Source: an optimization exercise on an open RTL-to-GDS flow (aim: small area, a short achievable clock period and few clock cycles per item). Production flows keep margins and buffers that such runs may drop.
In this exercise RTL edits were held to simulation tests only and were not proved equivalent to the original.
No driver is modelled on the clock port, so clocking that relies on it looks cheaper here than on a real chip.
Power figures rest on the tool's default switching activity, not on a simulated workload.

==> flow/design.v (excerpt) <==
module cnn_dvcon
(
  input  logic               aclk,
  input  logic               aresetn,
  input  logic [cnn_dvcon_pkg::TDATA_W-1:0] s_axis_tdata,
  input  logic               s_axis_tvalid,
  output logic               s_axis_tready,
  output logic [cnn_dvcon_pkg::ACC_W-1:0]   m_axis_tdata,
  output logic               m_axis_tvalid,
  input  logic               m_axis_tready
);
Size: ~170 I/O pins, about 0.019 mm2 of cells after synthesis.
export LEC_CHECK = 0
export CAP_MARGIN = 20
export CORE_MARGIN = 2
export CORE_UTILIZATION = 40
export SLEW_MARGIN = 20
export SYNTH_HIERARCHICAL = 1
create_clock -name core_clock -period 8.0 [get_ports {aclk}]
standard.sh (not shown) runs the stock make flow with config.mk's settings and CLKGATE_MAP_FILE= SYNTH_SCRIPT=/design/flow/synth_recipe.tcl, a recipe that flattens the netlist after the stock synthesis.
==> flow/flow/run.sh <==
#!/bin/bash
# Standard layout (the standard.sh), except that the port buffers are
# sky130_fd_sc_hd__buf_2 cells rather than the delay cells buffer_ports picks by default.
set -e
export BUFFER_PORTS_ARGS="-buffer_cell sky130_fd_sc_hd__buf_2"
bash standard.sh > standard_flow.log 2>&1
The baseline completed without violations.
Testbench counts at the start, summed over its fixed seeds: cycles 16,016, items 16,000.
Edit:
Settings changed: ABC_CLOCK_PERIOD_IN_PS from default to 1000.
The changed run completed with no timing, DRC or antenna violations.
Area after synthesis does not change.
Worst hold slack is unchanged.
Die area does not change.
Global-route usage stays the same.

---

== the baseline ==
cnn_dvcon, a different RTL version from the one above (not shown whole).
For scale: ~1500 cells after synthesis, ~170 I/O pins, about 19000 sq um of cells after synthesis.
clock: 8.0 ns
lec_check: 0
cap_margin: 20
core_margin: 2
core_utilization: 40
setup_slack_margin: 4.0
slew_margin: 20
synth_hierarchical: 1
Scripts as last shown in full above: flow/flow/run.sh
Testbench counts of the baseline, summed over its fixed seeds: cycles 16,016, items 16,000.
Inputs modified between the baseline and the candidate:
# the baseline
export LEC_CHECK = 0
export CAP_MARGIN = 20
export CORE_MARGIN = 2
export CORE_UTILIZATION = 40
export SETUP_SLACK_MARGIN = 4.0
export SLEW_MARGIN = 20
export SYNTH_HIERARCHICAL = 1
create_clock -name core_clock -period 8.0 [get_ports {aclk}]
# the candidate
export LEC_CHECK = 0
export CAP_MARGIN = 20
export CORE_MARGIN = 2
export CORE_UTILIZATION = 40
export SETUP_SLACK_MARGIN = 4.15
export SLEW_MARGIN = 20
export SYNTH_HIERARCHICAL = 1
create_clock -name core_clock -period 8.0 [get_ports {aclk}]
Sort the baseline and the candidate by total power draw, ascending, and the baseline comes first. Of the candidate and the baseline, it is the candidate that has the lower via count of the first global-routing pass. The candidate vs the baseline — utilization after layout rose 1.4 points. In the candidate, the wire length of the first global-routing pass came out 1.2% below the value in the baseline.

---

== exp/onyx ==
Starting RTL as in the previous note.
Settings: LEC_CHECK=0, CAP_MARGIN=20, CORE_MARGIN=2, CORE_UTILIZATION=40, CTS_BUF_LIST=sky130_fd_sc_hd__clkbuf_4 sky130_fd_sc_hd__clkbuf_8, PLACE_DENSITY=0.75, SETUP_SLACK_MARGIN=4.1, SLEW_MARGIN=20, SYNTH_HIERARCHICAL=1; clock period 8.0 ns.
==> flow/flow/run.sh <==
#!/bin/bash
# Standard layout (the standard.sh) with two changes:
#  - the port buffers are sky130_fd_sc_hd__buf_2 cells rather than the delay cells
#    buffer_ports picks by default;
#  - clock tree synthesis builds from clkbuf_4/clkbuf_8 and adds no dummy
#    load cells (otherwise the same clock_tree_synthesis arguments as ORFS).
set -e
export BUFFER_PORTS_ARGS="-buffer_cell sky130_fd_sc_hd__buf_2"
export CTS_ARGS="-sink_clustering_enable -repair_clock_nets -dont_use_dummy_load -buf_list {sky130_fd_sc_hd__clkbuf_4 sky130_fd_sc_hd__clkbuf_8}"
bash standard.sh > standard_flow.log 2>&1
Testbench counts of exp/onyx, summed over its fixed seeds: cycles 16,016, items 16,000.
Setup changes, exp/onyx to exp/quartz
Settings: changing SETUP_SLACK_MARGIN from 4.1 to 4.0; removing PLACE_DENSITY (formerly 0.75).
==> flow/flow/run.sh <==
#!/bin/bash
# Standard layout (the standard.sh), except that the port buffers are
# sky130_fd_sc_hd__buf_2 cells rather than the delay cells buffer_ports picks by default.
set -e
export BUFFER_PORTS_ARGS="-buffer_cell sky130_fd_sc_hd__buf_2"
bash standard.sh > standard_flow.log 2>&1
Results
Worst ir drop on vdd, exp/quartz vs exp/onyx: up by more than half. Cmp exp/quartz and exp/onyx / period utilization / lower: exp/onyx. Sort exp/quartz and exp/onyx by setup slack, ascending, and exp/quartz comes first. Between exp/quartz and exp/onyx, it is exp/quartz whose delay of the slowest cell on the worst path is lower, by 0.08 ns.
#### Input delta (exp/lagoon over exp/quartz)
Settings: CTS_BUF_LIST no longer set, was sky130_fd_sc_hd__clkbuf_4 sky130_fd_sc_hd__clkbuf_8; SETUP_SLACK_MARGIN no longer set, was 4.0.
### Flow results
exp/lagoon completed end to end with timing, DRC and antenna clean.
Comparing exp/lagoon against exp/quartz, there is no change at all in number of failing setup endpoints in the final timing report.
Per the comparison of exp/lagoon with exp/quartz, global-route wire length before repair saw little to no change, final wirelength saw a decrease, global-route congestion overflow total saw little to no change.
From exp/quartz to exp/lagoon the numbers moved as follows: filler cell count in the final layout went down about 1.2%, clock network power consumption went up 37%.
On count of nets after finishing, exp/lagoon and exp/quartz are basically level.
On cell area, the higher figure sits with exp/lagoon, not exp/quartz.
exp/lagoon and exp/quartz ended up with roughly the same count of placed standard cells in the final layout, fillers left out.
exp/lagoon reports a lower layout cell share with drive strength beyond 1 than exp/quartz does.
Shortest clock period the worst path allows after layout: exp/lagoon higher than exp/quartz
Input-level comparison between exp/juniper and exp/lagoon:
Settings: setting PLACE_DENSITY to 0.75 for the first time; setting CTS_BUF_LIST to sky130_fd_sc_hd__clkbuf_4 sky130_fd_sc_hd__clkbuf_8 for the first time; setting SETUP_SLACK_MARGIN to 4.0 for the first time.
==> flow/flow/run.sh <==
#!/bin/bash
# Standard layout (the standard.sh) with two changes:
#  - the port buffers are sky130_fd_sc_hd__buf_2 cells rather than the delay cells
#    buffer_ports picks by default;
#  - clock tree synthesis builds from clkbuf_4/clkbuf_8 and adds no dummy
#    load cells (otherwise the same clock_tree_synthesis arguments as ORFS).
set -e
export BUFFER_PORTS_ARGS="-buffer_cell sky130_fd_sc_hd__buf_2"
export CTS_ARGS="-sink_clustering_enable -repair_clock_nets -dont_use_dummy_load -buf_list {sky130_fd_sc_hd__clkbuf_4 sky130_fd_sc_hd__clkbuf_8}"
bash standard.sh > standard_flow.log 2>&1
--- outcome ---
exp/juniper against exp/lagoon; via count is up slightly.
exp/juniper vs. exp/lagoon: switching power moved up, net switching fraction of the power moved up, slack of the critical path +0.17 ns.
> inputs changed (exp/juniper -> exp/delta)
Settings: removing PLACE_DENSITY (formerly 0.75).
==> flow/flow/run.sh <==
#!/bin/bash
# Standard layout (the standard.sh), except that the port buffers are
# sky130_fd_sc_hd__buf_2 cells rather than the delay cells buffer_ports picks by default.
set -e
export BUFFER_PORTS_ARGS="-buffer_cell sky130_fd_sc_hd__buf_2"
export CTS_ARGS="-sink_clustering_enable -repair_clock_nets -dont_use_dummy_load -buf_list {sky130_fd_sc_hd__clkbuf_4 sky130_fd_sc_hd__clkbuf_8}"
bash standard.sh > standard_flow.log 2>&1
## What came out
- Of exp/juniper and exp/delta, the run reporting the higher layout filler cell count was exp/delta.
- exp/delta against exp/juniper: share of the clock period used by the worst path went up; maximum number of pins on one net before global-route repair went up; fraction of cell area in non-clock buffers did not really move; final worst setup slack went down; layout-stage area growth over the synthesis result did not really move.
- Detailed-routing iteration count for the pre-antenna-repair pass delta for exp/delta relative to exp/juniper: 1 higher
- Taking exp/juniper as the reference, in exp/delta leakage power of the design held steady, area after synthesis about even.
- More vias were needed by exp/juniper than by exp/delta.
- Looking at capturing element of the worst setup path, the r0_fs_420$_DFFE_PP_ result is from exp/juniper; the r0_fs_323$_DFFE_PP_ one comes from exp/delta.
- exp/delta — total design power 1.3% lower, exp/juniper as reference

==> afterwards: timing with drivers on the ports <==
Ports are ideal in the flow. The routed layouts listed here were re-timed in OpenROAD.
Step 1 assumes that a clkbuf_16 drives the clock port and a buf_2 every other input.
Step 2 times the ports against the registers' clock, not the clock port: input delays grow and output delays shrink by t, the midpoint of the rising clock arrivals with the driver on.
Three values: no drivers, after step 1, after step 2; two values: the first two.
run | shift t [ns] | setup slack, ns | pins driven straight from the clock port
the first run of note 1 | 0.484 | 3.821 / 3.781 / 3.367 | 1
the second run of note 1 | 0.484 | 3.821 / 3.781 / 3.367 | 1
the baseline | 0.497 | 4.058 / 4.090 / 3.593 | 1
the candidate | 0.497 | 4.141 / 4.155 / 3.658 | 1
exp/onyx | 0.528 | 4.122 / 4.149 / 3.620 | 1
exp/quartz | 0.548 | 4.061 / 4.088 / 3.540 | 1
exp/lagoon | 0.498 | 3.959 / 3.986 / 3.488 | 1
exp/juniper | 0.540 | 4.124 / 4.126 / 3.586 | 1
exp/delta | 0.524 | 4.111 / 4.137 / 3.613 | 1
After both steps setup and hold are still met in every run listed. The setup slack of exp/juniper, which loses most, moves by +0.002 ns with the drivers and by -0.538 ns with both steps.
